What follows belongs to an exercise in optimizing a design on an open flow for small area, a short achievable clock period and few clock cycles per item; a production flow would make more cautious choices.
In this exercise RTL edits were held to simulation tests only and were not proved equivalent to the original.
No activity file was given, so power comes from the tool's default toggle rates.

## flow/design.v (module list and top-level ports; edited modules follow where they fit)
// module fc_accum: 1062 lines
// module fc_fa: 7 lines
// module fc_ha: 7 lines
module fc_accum #(
  parameter int DATAW = 20,
  parameter int ADDRW = 12,
  parameter int FRAC  = 16,
  parameter int NUM   = 2048,
  parameter int RELU  = 1
) (
  input  logic             i_clk,
  input  logic             i_reset,
  input  logic             i_start,
  input  logic [DATAW-1:0] i_bias,
  output logic             o_busy,
  output logic             o_done,
  output logic             o_crd,
  output logic [ADDRW-1:0] o_caddr_rd,
  input  logic [DATAW-1:0] i_cdata_rd,
  output logic [ADDRW-1:0] o_waddr,
  input  logic [DATAW-1:0] i_wdata,
  output logic             o_cwr,
  output logic [2:0]       o_csel,
  output logic [ADDRW-1:0] o_caddr_wr,
  output logic [DATAW-1:0] o_cdata_wr
);
  // ...
==> flow/flow/run.sh <==
#!/bin/bash
# The standard layout, with two changes:
#  - the port buffers are sky130_fd_sc_hd__buf_1 instead of the buffer that
#    buffer_ports picks by default (a delay cell, clkdlybuf4s50_1); the
#    resizer may upsize them as usual;
#  - repair_timing aims for 9 ns of setup slack.
# The clock period, the constraints and every other step are the standard ones.
set -euo pipefail
bash standard.sh "BUFFER_PORTS_ARGS=-buffer_cell sky130_fd_sc_hd__buf_1" SETUP_SLACK_MARGIN=9 finish > standard.log 2>&1
==> flow/standard.sh <==
#!/bin/bash
# synth_recipe.tcl (not shown) runs the flow's synth.tcl, then flattens the netlist and writes it again
# the make line also repeats each setting of config.mk as NAME=value (left out here)
make -C /OpenROAD-flow-scripts/flow DESIGN_CONFIG=/design/flow/config.mk WORK_HOME=/design/flow/orfs CLKGATE_MAP_FILE= SYNTH_SCRIPT=/design/flow/synth_recipe.tcl "${@:-finish}"
==> flow/config.mk <==
export PLATFORM = sky130hd
export DESIGN_NAME = fc_accum
export DESIGN_NICKNAME = fc_accum
export VERILOG_FILES = /design/flow/design.v
export SDC_FILE = /design/flow/constraint.sdc
export NUM_CORES = 4
export LEC_CHECK = 0
export CAP_MARGIN = 60
export CORE_MARGIN = 2
export CORE_UTILIZATION = 70
export CTS_CLUSTER_DIAMETER = 80
export CTS_CLUSTER_SIZE = 30
export PLACE_DENSITY = 0.85
export SLEW_MARGIN = 60
export SYNTH_HIERARCHICAL = 1
export SYNTH_MINIMUM_KEEP_SIZE = 0
==> flow/constraint.sdc <==
create_clock -name core_clock -period 12.5 [get_ports {i_clk}]
set_input_delay 2.5000 -clock core_clock [delete_from_list [all_inputs] [get_ports {i_clk}]]
set_output_delay 2.5000 -clock core_clock [all_outputs]
set_load 0.01 [all_outputs]
==> reports/qor.yml, run 1 <==
hold_buffers: 0
cellLeakagePower_nw: 7.08
hold_violations: 0
synth_edf_count: 0
synthCells: 1358
clock_skew_ns: 0.0253
ys_seq_area_share_pct: 28.6
setup_ws_ns: 8.97
power_density_mw_per_mm2: 120
crit_path_max_incr_delay_ns: 0.39
synth_top_area_cell: "fa_1"
slew_viol_final: 0
top_layer: "met4"
max_flop_register: "s1_q"
grtUsageMet3_pct: 6.17
reg2reg_from: "two_q[3]$_DFF_P_"
synth_area_leaders: "fa_1 31%, dfxtp_1 29%, xnor2_1 11%"
synth_area_mm2: 0.0157
antennaDiodeCount: 0
seq_area_mm2: 0.00462
crit_arrival_ns: 1.03
outcome: "no timing/DRC/antenna violations"
path_buf_inv: 1
wl_met2_um: 18600
clock_sinks: 224
fin_area_mm2: 0.0169
max_slew_margin_pct: 61.6
seqAreaFraction_pct: 27.4
nClkBuffers: 16
inverters_excl_clock: 37
crit_required_ns: 10.00
layout.cells.non_filler: 1660
endpoint_kind: "output pin"
wl_met3_um: 3750
layout.nonclk_buf_share_pct: 5.09
vias_per_cell: 6.43
cts.path.max_buffers: 3
top_usage_layer: "met2"
wl_per_cell_um: 22.6
Testbench counts, summed over its fixed seeds: cycles 263,288, items 128.
==> inputs of run 2 (changes only) <==
--- a/flow/design.v
+++ b/flow/design.v
@@ -17,17 +17,17 @@
   output logic [ADDRW-1:0] o_waddr,
   input  logic [DATAW-1:0] i_wdata,
   output logic             o_cwr,
   output logic [2:0]       o_csel,
   output logic [ADDRW-1:0] o_caddr_wr,
   output logic [DATAW-1:0] o_cdata_wr
 );
   localparam int AW = 51;
-  localparam int NB = 12;
+  localparam int NB = 14;
   logic              r_busy, r_done, r_crd, r_drain;
   logic [10:0]       r_cnt;
   logic              r_v1;       
   logic              v_q;        
   logic              v2_q;       
   logic              w_start;
   logic [19:0]       d_q;
   logic [9:0]        one_q, two_q, neg_q;
@@ -827,173 +827,179 @@
   fc_fa u_rfa3 (.a(acc_q[2]), .b(s1_q[2]), .c(rc2), .s(rs3), .co(rc3));
   assign acc_d[2] = rs3;
   logic rs4, rc4;
   fc_fa u_rfa4 (.a(acc_q[3]), .b(s1_q[3]), .c(rc3), .s(rs4), .co(rc4));
   assign acc_d[3] = rs4;
   logic rs5, rc5;
   fc_fa u_rfa5 (.a(acc_q[4]), .b(s1_q[4]), .c(rc4), .s(rs5), .co(rc5));
   assign acc_d[4] = rs5;
+  assign cy_d[1] = rc5;
   logic rs6, rc6;
-  fc_fa u_rfa6 (.a(s1_q[7]), .b(fs177), .c(rc5), .s(rs6), .co(rc6));
+  fc_fa u_rfa6 (.a(s1_q[7]), .b(fs177), .c(cy_q[1]), .s(rs6), .co(rc6));
   assign acc_d[5] = rs6;
-  assign cy_d[1] = rc6;
   logic rs7, rc7;
-  fc_fa u_rfa7 (.a(fc177), .b(fs178), .c(cy_q[1]), .s(rs7), .co(rc7));
+  fc_fa u_rfa7 (.a(fc177), .b(fs178), .c(rc6), .s(rs7), .co(rc7));
   assign acc_d[6] = rs7;
   logic rs8, rc8;
   fc_fa u_rfa8 (.a(fc178), .b(fs179), .c(rc7), .s(rs8), .co(rc8));
   assign acc_d[7] = rs8;
   logic rs9, rc9;
   fc_fa u_rfa9 (.a(fc179), .b(fs180), .c(rc8), .s(rs9), .co(rc9));
   assign acc_d[8] = rs9;
+  assign cy_d[2] = rc9;
   logic rs10, rc10;
-  fc_fa u_rfa10 (.a(fc180), .b(fs181), .c(rc9), .s(rs10), .co(rc10));
+  fc_fa u_rfa10 (.a(fc180), .b(fs181), .c(cy_q[2]), .s(rs10), .co(rc10));
   assign acc_d[9] = rs10;
   logic rs11, rc11;
   fc_fa u_rfa11 (.a(fc181), .b(fs182), .c(rc10), .s(rs11), .co(rc11));
   assign acc_d[10] = rs11;
-  assign cy_d[2] = rc11;
   logic rs12, rc12;
-  fc_fa u_rfa12 (.a(fc182), .b(fs183), .c(cy_q[2]), .s(rs12), .co(rc12));
+  fc_fa u_rfa12 (.a(fc182), .b(fs183), .c(rc11), .s(rs12), .co(rc12));
   assign acc_d[11] = rs12;
   logic rs13, rc13;
   fc_fa u_rfa13 (.a(fc183), .b(fs184), .c(rc12), .s(rs13), .co(rc13));
   assign acc_d[12] = rs13;
+  assign cy_d[3] = rc13;
   logic rs14, rc14;
-  fc_fa u_rfa14 (.a(fc184), .b(fs185), .c(rc13), .s(rs14), .co(rc14));
+  fc_fa u_rfa14 (.a(fc184), .b(fs185), .c(cy_q[3]), .s(rs14), .co(rc14));
   assign acc_d[13] = rs14;
   logic rs15, rc15;
   fc_fa u_rfa15 (.a(fc185), .b(fs186), .c(rc14), .s(rs15), .co(rc15));
   assign acc_d[14] = rs15;
   logic rs16, rc16;
   fc_fa u_rfa16 (.a(fc186), .b(fs187), .c(rc15), .s(rs16), .co(rc16));
   assign acc_d[15] = rs16;
-  assign cy_d[3] = rc16;
   logic rs17, rc17;
-  fc_fa u_rfa17 (.a(fc187), .b(fs188), .c(cy_q[3]), .s(rs17), .co(rc17));
+  fc_fa u_rfa17 (.a(fc187), .b(fs188), .c(rc16), .s(rs17), .co(rc17));
   assign acc_d[16] = rs17;
+  assign cy_d[4] = rc17;
   logic rs18, rc18;
-  fc_fa u_rfa18 (.a(fc188), .b(fs189), .c(rc17), .s(rs18), .co(rc18));
+  fc_fa u_rfa18 (.a(fc188), .b(fs189), .c(cy_q[4]), .s(rs18), .co(rc18));
   assign acc_d[17] = rs18;
   logic rs19, rc19;
   fc_fa u_rfa19 (.a(fc189), .b(fs190), .c(rc18), .s(rs19), .co(rc19));
   assign acc_d[18] = rs19;
   logic rs20, rc20;
   fc_fa u_rfa20 (.a(fc190), .b(fs191), .c(rc19), .s(rs20), .co(rc20));
   assign acc_d[19] = rs20;
   logic rs21, rc21;
   fc_fa u_rfa21 (.a(fs192), .b(fs193), .c(rc20), .s(rs21), .co(rc21));
   assign acc_d[20] = rs21;
-  assign cy_d[4] = rc21;
+  assign cy_d[5] = rc21;
   logic rs22, rc22;
-  fc_fa u_rfa22 (.a(fc193), .b(fs195), .c(cy_q[4]), .s(rs22), .co(rc22));
+  fc_fa u_rfa22 (.a(fc193), .b(fs195), .c(cy_q[5]), .s(rs22), .co(rc22));
   assign acc_d[21] = rs22;
   logic rs23, rc23;
   fc_fa u_rfa23 (.a(fs197), .b(fc195), .c(rc22), .s(rs23), .co(rc23));
   assign acc_d[22] = rs23;
   logic rs24, rc24;
   fc_fa u_rfa24 (.a(fc197), .b(fs199), .c(rc23), .s(rs24), .co(rc24));
   assign acc_d[23] = rs24;
-  assign cy_d[5] = rc24;
+  assign cy_d[6] = rc24;
   logic rs25, rc25;
-  fc_fa u_rfa25 (.a(fs201), .b(fc199), .c(cy_q[5]), .s(rs25), .co(rc25));
+  fc_fa u_rfa25 (.a(fs201), .b(fc199), .c(cy_q[6]), .s(rs25), .co(rc25));
   assign acc_d[24] = rs25;
   logic rs26, rc26;
   fc_fa u_rfa26 (.a(fc201), .b(fs203), .c(rc25), .s(rs26), .co(rc26));
   assign acc_d[25] = rs26;
   logic rs27, rc27;
   fc_fa u_rfa27 (.a(fs205), .b(fc203), .c(rc26), .s(rs27), .co(rc27));
   assign acc_d[26] = rs27;
+  assign cy_d[7] = rc27;
   logic rs28, rc28;
-  fc_fa u_rfa28 (.a(fc205), .b(fs207), .c(rc27), .s(rs28), .co(rc28));
+  fc_fa u_rfa28 (.a(fc205), .b(fs207), .c(cy_q[7]), .s(rs28), .co(rc28));
   assign acc_d[27] = rs28;
-  assign cy_d[6] = rc28;
   logic rs29, rc29;
-  fc_fa u_rfa29 (.a(fs209), .b(fc207), .c(cy_q[6]), .s(rs29), .co(rc29));
+  fc_fa u_rfa29 (.a(fs209), .b(fc207), .c(rc28), .s(rs29), .co(rc29));
   assign acc_d[28] = rs29;
   logic rs30, rc30;
   fc_fa u_rfa30 (.a(fc209), .b(fs211), .c(rc29), .s(rs30), .co(rc30));
   assign acc_d[29] = rs30;
+  assign cy_d[8] = rc30;
   logic rs31, rc31;
-  fc_fa u_rfa31 (.a(fs213), .b(fc211), .c(rc30), .s(rs31), .co(rc31));
+  fc_fa u_rfa31 (.a(fs213), .b(fc211), .c(cy_q[8]), .s(rs31), .co(rc31));
   assign acc_d[30] = rs31;
   logic rs32, rc32;
   fc_fa u_rfa32 (.a(fc213), .b(fs215), .c(rc31), .s(rs32), .co(rc32));
   assign acc_d[31] = rs32;
-  assign cy_d[7] = rc32;
   logic rs33, rc33;
-  fc_fa u_rfa33 (.a(fs217), .b(fc215), .c(cy_q[7]), .s(rs33), .co(rc33));
+  fc_fa u_rfa33 (.a(fs217), .b(fc215), .c(rc32), .s(rs33), .co(rc33));
   assign acc_d[32] = rs33;
+  assign cy_d[9] = rc33;
   logic rs34, rc34;
-  fc_fa u_rfa34 (.a(fc217), .b(fs219), .c(rc33), .s(rs34), .co(rc34));
+  fc_fa u_rfa34 (.a(fc217), .b(fs219), .c(cy_q[9]), .s(rs34), .co(rc34));
   assign acc_d[33] = rs34;
   logic rs35, rc35;
   fc_fa u_rfa35 (.a(fs221), .b(fc219), .c(rc34), .s(rs35), .co(rc35));
   assign acc_d[34] = rs35;
   logic rs36, rc36;
   fc_fa u_rfa36 (.a(fc221), .b(fs223), .c(rc35), .s(rs36), .co(rc36));
   assign acc_d[35] = rs36;
-  assign cy_d[8] = rc36;
+  assign cy_d[10] = rc36;
   logic rs37, rc37;
-  fc_fa u_rfa37 (.a(fs225), .b(fc223), .c(cy_q[8]), .s(rs37), .co(rc37));
+  fc_fa u_rfa37 (.a(fs225), .b(fc223), .c(cy_q[10]), .s(rs37), .co(rc37));
   assign acc_d[36] = rs37;
   logic rs38, rc38;
   fc_fa u_rfa38 (.a(fc225), .b(fs227), .c(rc37), .s(rs38), .co(rc38));
   assign acc_d[37] = rs38;
   logic rs39, rc39;
   fc_fa u_rfa39 (.a(fc227), .b(fs228), .c(rc38), .s(rs39), .co(rc39));
   assign acc_d[38] = rs39;
+  assign cy_d[11] = rc39;
   logic rs40, rc40;
-  fc_fa u_rfa40 (.a(fs229), .b(fc228), .c(rc39), .s(rs40), .co(rc40));
+  fc_fa u_rfa40 (.a(fs229), .b(fc228), .c(cy_q[11]), .s(rs40), .co(rc40));
   assign acc_d[39] = rs40;
-  assign cy_d[9] = rc40;
   logic rs41, rc41;
-  fc_fa u_rfa41 (.a(fc229), .b(fs230), .c(cy_q[9]), .s(rs41), .co(rc41));
+  fc_fa u_rfa41 (.a(fc229), .b(fs230), .c(rc40), .s(rs41), .co(rc41));
   assign acc_d[40] = rs41;
   logic rs42, rc42;
   fc_fa u_rfa42 (.a(fc230), .b(fs231), .c(rc41), .s(rs42), .co(rc42));
   assign acc_d[41] = rs42;
+  assign cy_d[12] = rc42;
   logic rs43, rc43;
-  fc_fa u_rfa43 (.a(fc231), .b(fs232), .c(rc42), .s(rs43), .co(rc43));
+  fc_fa u_rfa43 (.a(fc231), .b(fs232), .c(cy_q[12]), .s(rs43), .co(rc43));
   assign acc_d[42] = rs43;
   logic rs44, rc44;
   fc_fa u_rfa44 (.a(fc232), .b(fs233), .c(rc43), .s(rs44), .co(rc44));
   assign acc_d[43] = rs44;
   logic rs45, rc45;
   fc_fa u_rfa45 (.a(fc233), .b(fs234), .c(rc44), .s(rs45), .co(rc45));
   assign acc_d[44] = rs45;
-  assign cy_d[10] = rc45;
   logic rs46, rc46;
-  fc_fa u_rfa46 (.a(fc234), .b(fs235), .c(cy_q[10]), .s(rs46), .co(rc46));
+  fc_fa u_rfa46 (.a(fc234), .b(fs235), .c(rc45), .s(rs46), .co(rc46));
   assign acc_d[45] = rs46;
   logic rs47, rc47;
   fc_fa u_rfa47 (.a(fc235), .b(fs236), .c(rc46), .s(rs47), .co(rc47));
   assign acc_d[46] = rs47;
+  assign cy_d[13] = rc47;
   logic rs48, rc48;
-  fc_fa u_rfa48 (.a(fc236), .b(fs237), .c(rc47), .s(rs48), .co(rc48));
+  fc_fa u_rfa48 (.a(fc236), .b(fs237), .c(cy_q[13]), .s(rs48), .co(rc48));
   assign acc_d[47] = rs48;
   logic rs49, rc49;
   fc_fa u_rfa49 (.a(fc237), .b(fs238), .c(rc48), .s(rs49), .co(rc49));
   assign acc_d[48] = rs49;
   logic rs50, rc50;
   fc_fa u_rfa50 (.a(fc238), .b(fs239), .c(rc49), .s(rs50), .co(rc50));
   assign acc_d[49] = rs50;
-  assign cy_d[11] = rc50;
   logic rs51, rc51;
-  fc_fa u_rfa51 (.a(fc239), .b(fs240), .c(cy_q[11]), .s(rs51), .co(rc51));
+  fc_fa u_rfa51 (.a(fc239), .b(fs240), .c(rc50), .s(rs51), .co(rc51));
   assign acc_d[50] = rs51;
   assign cy_d[0] = 1'b0;
   logic r_idle;    
+  logic w_neg, w_ovf;
+  assign w_neg = acc_q[AW-1];
+  assign w_ovf = ~acc_q[AW-1] & (|acc_q[AW-2:35]);
   always_ff @(posedge i_clk) begin
     if (r_idle) begin
       acc_q <= {{(AW-36){i_bias[19]}}, i_bias, 1'b1, 15'd0};
       cy_q  <= '0;
     end else begin
       acc_q <= acc_d;
+      acc_q[34:16] <= (acc_d[34:16] | {19{n_done & w_ovf}}) & ~{19{n_done & w_neg}};
       cy_q  <= cy_d;
     end
   end
   logic n_busy, n_done, n_crd, n_drain;
   logic [10:0] n_cnt;
   always_comb begin
     n_busy  = r_busy;
     n_done  = 1'b0;
@@ -1039,31 +1045,25 @@
       r_done  <= n_done;
       r_crd   <= n_crd;
       r_drain <= n_drain;
       r_csel2 <= n_crd | n_done;
       r_idle  <= ~n_busy;
       r_cnt   <= n_cnt;
     end
   end
-  logic [19:0] r_res;
-  always_ff @(posedge i_clk) begin
-    if (acc_q[AW-1])              r_res <= '0;
-    else if (|acc_q[AW-2:35])     r_res <= 20'h7FFFF;
-    else                          r_res <= {1'b0, acc_q[34:16]};
-  end
   assign o_busy     = r_busy;
   assign o_done     = r_done;
   assign o_crd      = r_crd;
   assign o_caddr_rd = {1'b0, r_cnt};
   assign o_waddr    = {1'b0, r_cnt};
   assign o_cwr      = r_done;
   assign o_csel     = {r_csel2, r_done, r_crd};
   assign o_caddr_wr = '0;
-  assign o_cdata_wr = r_res;
+  assign o_cdata_wr = {1'b0, acc_q[34:16]};
 endmodule
 module fc_fa (
   input  logic a, b, c,
   output logic s, co
 );
   assign s  = a ^ b ^ c;
   assign co = (a & b) | (a & c) | (b & c);
 endmodule
==> reports/qor.yml, run 2 <==
outcome: "no timing/DRC/antenna violations"  # unchanged
wl_per_cell_um: 22.0  # was 22.6 um
io_buffer_count: 110  # unchanged
holdPathEnd: "r_drain$_SDFFE_PP0P_"  # was r_res[2]$_SDFF_PP0_
power_w: 0.00197  # was 0.00202 W
grt_max_degree: 86  # was 64
peakVddDrop_v: 0.000134  # was 0.000104 V
clock_skew_ns: 0.0130  # was 0.0253 ns
antenna_found_initial: 1  # was 0
cts-root-buf: "clkbuf_16"  # unchanged
finalCritPeriodShare_pct: 28.1  # was 28.2%
hold_violations: 0  # unchanged
max_slew_margin_pct: 58.7  # was 61.6%
power.internal_w: 0.00130  # was 0.00134 W
p_switching_w: 0.000674  # was 0.000678 W
seq_area_mm2: 0.00430  # was 0.00462 mm2
die_width_um: 153  # was 154 um
synth_area_mm2: 0.0156  # was 0.0157 mm2
maxCapViolCount: 0  # unchanged
fin_setup_tns_ns: 0  # unchanged
ys_seq_area_share_pct: 26.5  # was 28.6%
ys_ff_latch: 207  # was 224
critical_path.max_fanout: 4  # was 6
layout_common_cells: "240 x fa_1, 201 x xnor2_1, 191 x a22oi_1"  # was 238 x fa_1, 200 x xnor2_1, 190 x a22oi_1
multi_input_area_mm2: 0.0105  # was 0.0104 mm2
cp_top_family: "flip-flops"  # unchanged
r2r_end: "s1_q[39]$_DFF_P_"  # was s1_q[41]$_DFF_P_
numCtsBuffers: 12  # was 14
r2r_slack_ns: 9.08  # was 9.07 ns
vias: 10850  # was 10,674
grt_usage_pct: 31.2  # was 32.0%
synthDominantCellAreaShare_pct: 30.8  # was 30.6%
final_common_cell: "fa_1"  # unchanged
cts.reportedPaths.clkPinSlew_ns: 0.11  # was 0.12 ns
whs_ns: 0.494  # was 0.478 ns
worstPathCellList: "buf_2"  # unchanged
hpwl_um: 24900  # about the same
htree_num_levels: 1  # unchanged
swShare_pct: 34.2  # was 33.6%
reg_top3: "s1_q x73, acc_q x51, d_q x20"  # unchanged
synthCells: 1383  # was 1,358
max_flop_register: "s1_q"  # unchanged
start_kind: "register"  # unchanged
fin_crit_ns: 3.52  # was 3.53 ns
reg2reg_from: "two_q[0]$_DFF_P_"  # was two_q[3]$_DFF_P_
crit_required_ns: 10.00  # about the same
core-area_mm2: 0.0219  # unchanged
ioPinCount: 126  # unchanged
synth_area_leaders: "fa_1 31%, dfxtp_1 27%, xnor2_1 11%"  # was fa_1 31%, dfxtp_1 29%, xnor2_1 11%
syn_to_final_growth_pct: 6.85  # was 7.44%
drc: 0  # unchanged
nets: 1762  # was 1,737
cellLeakagePower_nw: 7.03  # was 7.08 nW
synth_cell_types: 49  # was 45
endpoint_kind: "output pin"  # unchanged
fp-row-count: 54  # unchanged
first_pass_iters: 6  # was 12
p_clk_share_pct: 22.4  # was 25.3%
fin_util_pct: 76.3  # was 77.0%
max_freq_mhz: 284  # was 283 MHz
drt_iter0_drc: 1315  # was 1,591
r2r_cells: 8  # was 7
largest_reg_flops: 73  # unchanged
cp_slowest_cell: "dfxtp_2"  # was dfxtp_4
ant_nets: 0  # unchanged
final_layout_size_suffix_gt1_share_pct: 15.7  # was 13.8%
overflow: 0  # unchanged
ys_warn_count: 7  # unchanged
wirelength_um: 37100  # was 37,600 um
worst_pin_slew_ns: 0.619  # was 0.576 ns
die_y_um: 153  # was 154 um
cts_tree: "done"  # unchanged
rsz0062_at_grt: "yes"  # unchanged
path_buf_inv: 1  # unchanged
setup_ws_ns: 8.98  # was 8.97 ns
fillers: 1338  # was 1,359
initial_core_util_pct: 71.4  # was 71.7%
place_ws_ns: 8.48  # was 8.51 ns
grt_pass1_vias: 10907  # was 11,267
p_comb_share_pct: 34.8  # was 29.0%
cts.path.max_buffers: 3  # unchanged
crit_type: "register to output pin"  # unchanged
crit_path_max_incr_delay_ns: 0.38  # was 0.39 ns
seqPwrFrac_pct: 42.8  # was 45.8%
synth_edf_count: 0  # unchanged
hold_path_depth: 2  # unchanged
crit_arrival_ns: 1.02  # was 1.03 ns
grt_pass1_wl_um: 58700  # was 59,800 um
finalWeightedCongestion: 0.894  # was 0.924
synth_flop_cell: "dfxtp_1"  # unchanged
worstHoldStart: "r_drain$_SDFFE_PP0P_"  # was acc_q[18]$_DFF_P_
yosysMostFrequentCell: "fa_1"  # unchanged
clock_latency_ns: 0.49  # was 0.51 ns
vias_per_cell: 6.44  # was 6.43
power_density_mw_per_mm2: 118  # was 120 mW/mm2
synthArstFlopShare_pct: 0  # unchanged
dieArea_mm2: 0.0235  # was 0.0236 mm2
setup_viol: 0  # unchanged
slew_viol_final: 0  # unchanged
antennaDiodeCount: 0  # unchanged
hold_path.class: "register to register"  # unchanged
avgSynthCellArea_um2: 11.3  # was 11.6 um2
synth_top_area_cell: "fa_1"  # unchanged
clock_sinks: 207  # was 224
ys_top_cells_by_count: "240 x fa_1, 207 x dfxtp_1, 201 x xnor2_1"  # was 240 x fa_1, 224 x dfxtp_1, 200 x xnor2_1
## run 2: kinds of logic (layout without fill, tap and decap cells)
| logic type | Yosys count | in the layout | share of synthesized area, % |
|---|---|---|---|
| fa+ha+maj | 301 | 301 | 35.6 |
| compound gates | 263 | 263 | 12.5 |
| buf+inv | 218 | 225 | 6.92 |
| xor+xnor | 212 | 212 | 11.9 |
| flops | 207 | 207 | 26.5 |
| simple gates | 179 | 179 | 6.36 |
| mux | 2 | 2 | 0.144 |
| other cells | 1 | 15 | 0.0240 |
## run 2: metrics by stage
step                      area [um2]  cells
after floorplan                15700   1397
after global placement         15600   1623
after detailed placement       15700   1625
after CTS                      16400   1670
after global routing           16700   1684
final                          16700   1684
## run 2: Yosys stat by module, one instance, submodules excluded
module / copies in the design / cells / flops+latches
fc_accum: 1 / 1092 / 207
fc_fa: 240 / 1 / 0
fc_ha: 51 / 1 / 0
## run 2: routing by layer
layer | part of all wire (%) | GRT usage [%] | vias up
met5 | 0 | 0 | -
met4 | 3.4 | 9.09 | 0
met3 | 10 | 4.96 | 124
met2 | 48 | 50.3 | 761
met1 | 39 | 44.4 | 5381
li1 | - | - | 4584
## run 2: repair_timing
action	in CTS	in global routing
hold buffers	0	0
setup buffers	25	14
setup endpoints to repair	50	46
hold endpoints to repair	0	0
resized for setup	90	44
## run 2: power by group through the flow
stage	clock (W)	sequential (W)	combinational, W
6_report	0.000441	0.000845	0.000687
4_1_cts	0.000449	0.000847	0.000654
3_3_place_gp	0	0.000865	0.000552
3_5_place_dp	0	0.000869	0.000601
5_1_grt	0.000473	0.000854	0.000783
2_1_floorplan	0	0.000818	0.000509
## run 2: worst max-delay path by stage
stage	startpoint	to	depth (start not counted)
6_report	r_cnt[8]$_SDFFE_PP0P_	o_waddr[8]	1
5_1_grt	r_cnt[8]$_SDFFE_PP0P_	o_waddr[8]	1
4_1_cts	r_crd$_SDFF_PP0_	o_crd	1
3_5_place_dp	i_reset	two_q[0]$_DFF_P_	5
3_3_place_gp	i_reset	two_q[0]$_DFF_P_	5
2_1_floorplan	two_q[0]$_DFF_P_	s1_q[39]$_DFF_P_	9
## run 2: area by class of cell
cell class	instances	share of cell area [%]
clock buffers	13	1.95
clock inverters	7	0.480
inverters	40	0.899
multi-input cells	972	62.7
flip-flops and latches	207	25.7
well taps	280	2.10
repair buffers	165	6.16
Testbench counts of run 2, summed over its fixed seeds: cycles 263,332, items 128.

==> re-timing with driven ports <==
Ports are ideal in the flow. The routed layouts listed here were re-timed in OpenROAD. Step 1, drivers: a clkbuf_16 drives i_clk and a buf_2 each remaining input, both assumed. Step 2 also shifts input and output timing later by t, the mid clock arrival at the registers, as if the neighbouring blocks saw the same clock. Slacks: no drivers / after step 1 / after step 2; pairs: no drivers / after step 1.
run	t, ns	slack for setup (ns)	hold WS [ns]	latest minus earliest clock arrival (ns)	worst data-port slew with drivers (ns)
run 1	0.542	8.972 / 8.922 / 8.688	0.478 / 0.478 / 0.478	0.026 / 0.025	0.04
run 2	0.527	8.982 / 8.939 / 8.619	0.494 / 0.494 / 0.494	0.013 / 0.014	0.04
After both steps setup and hold are still met in every run listed. The setup slack of run 2, which loses most, moves by -0.043 ns with the drivers and by -0.363 ns with both steps.
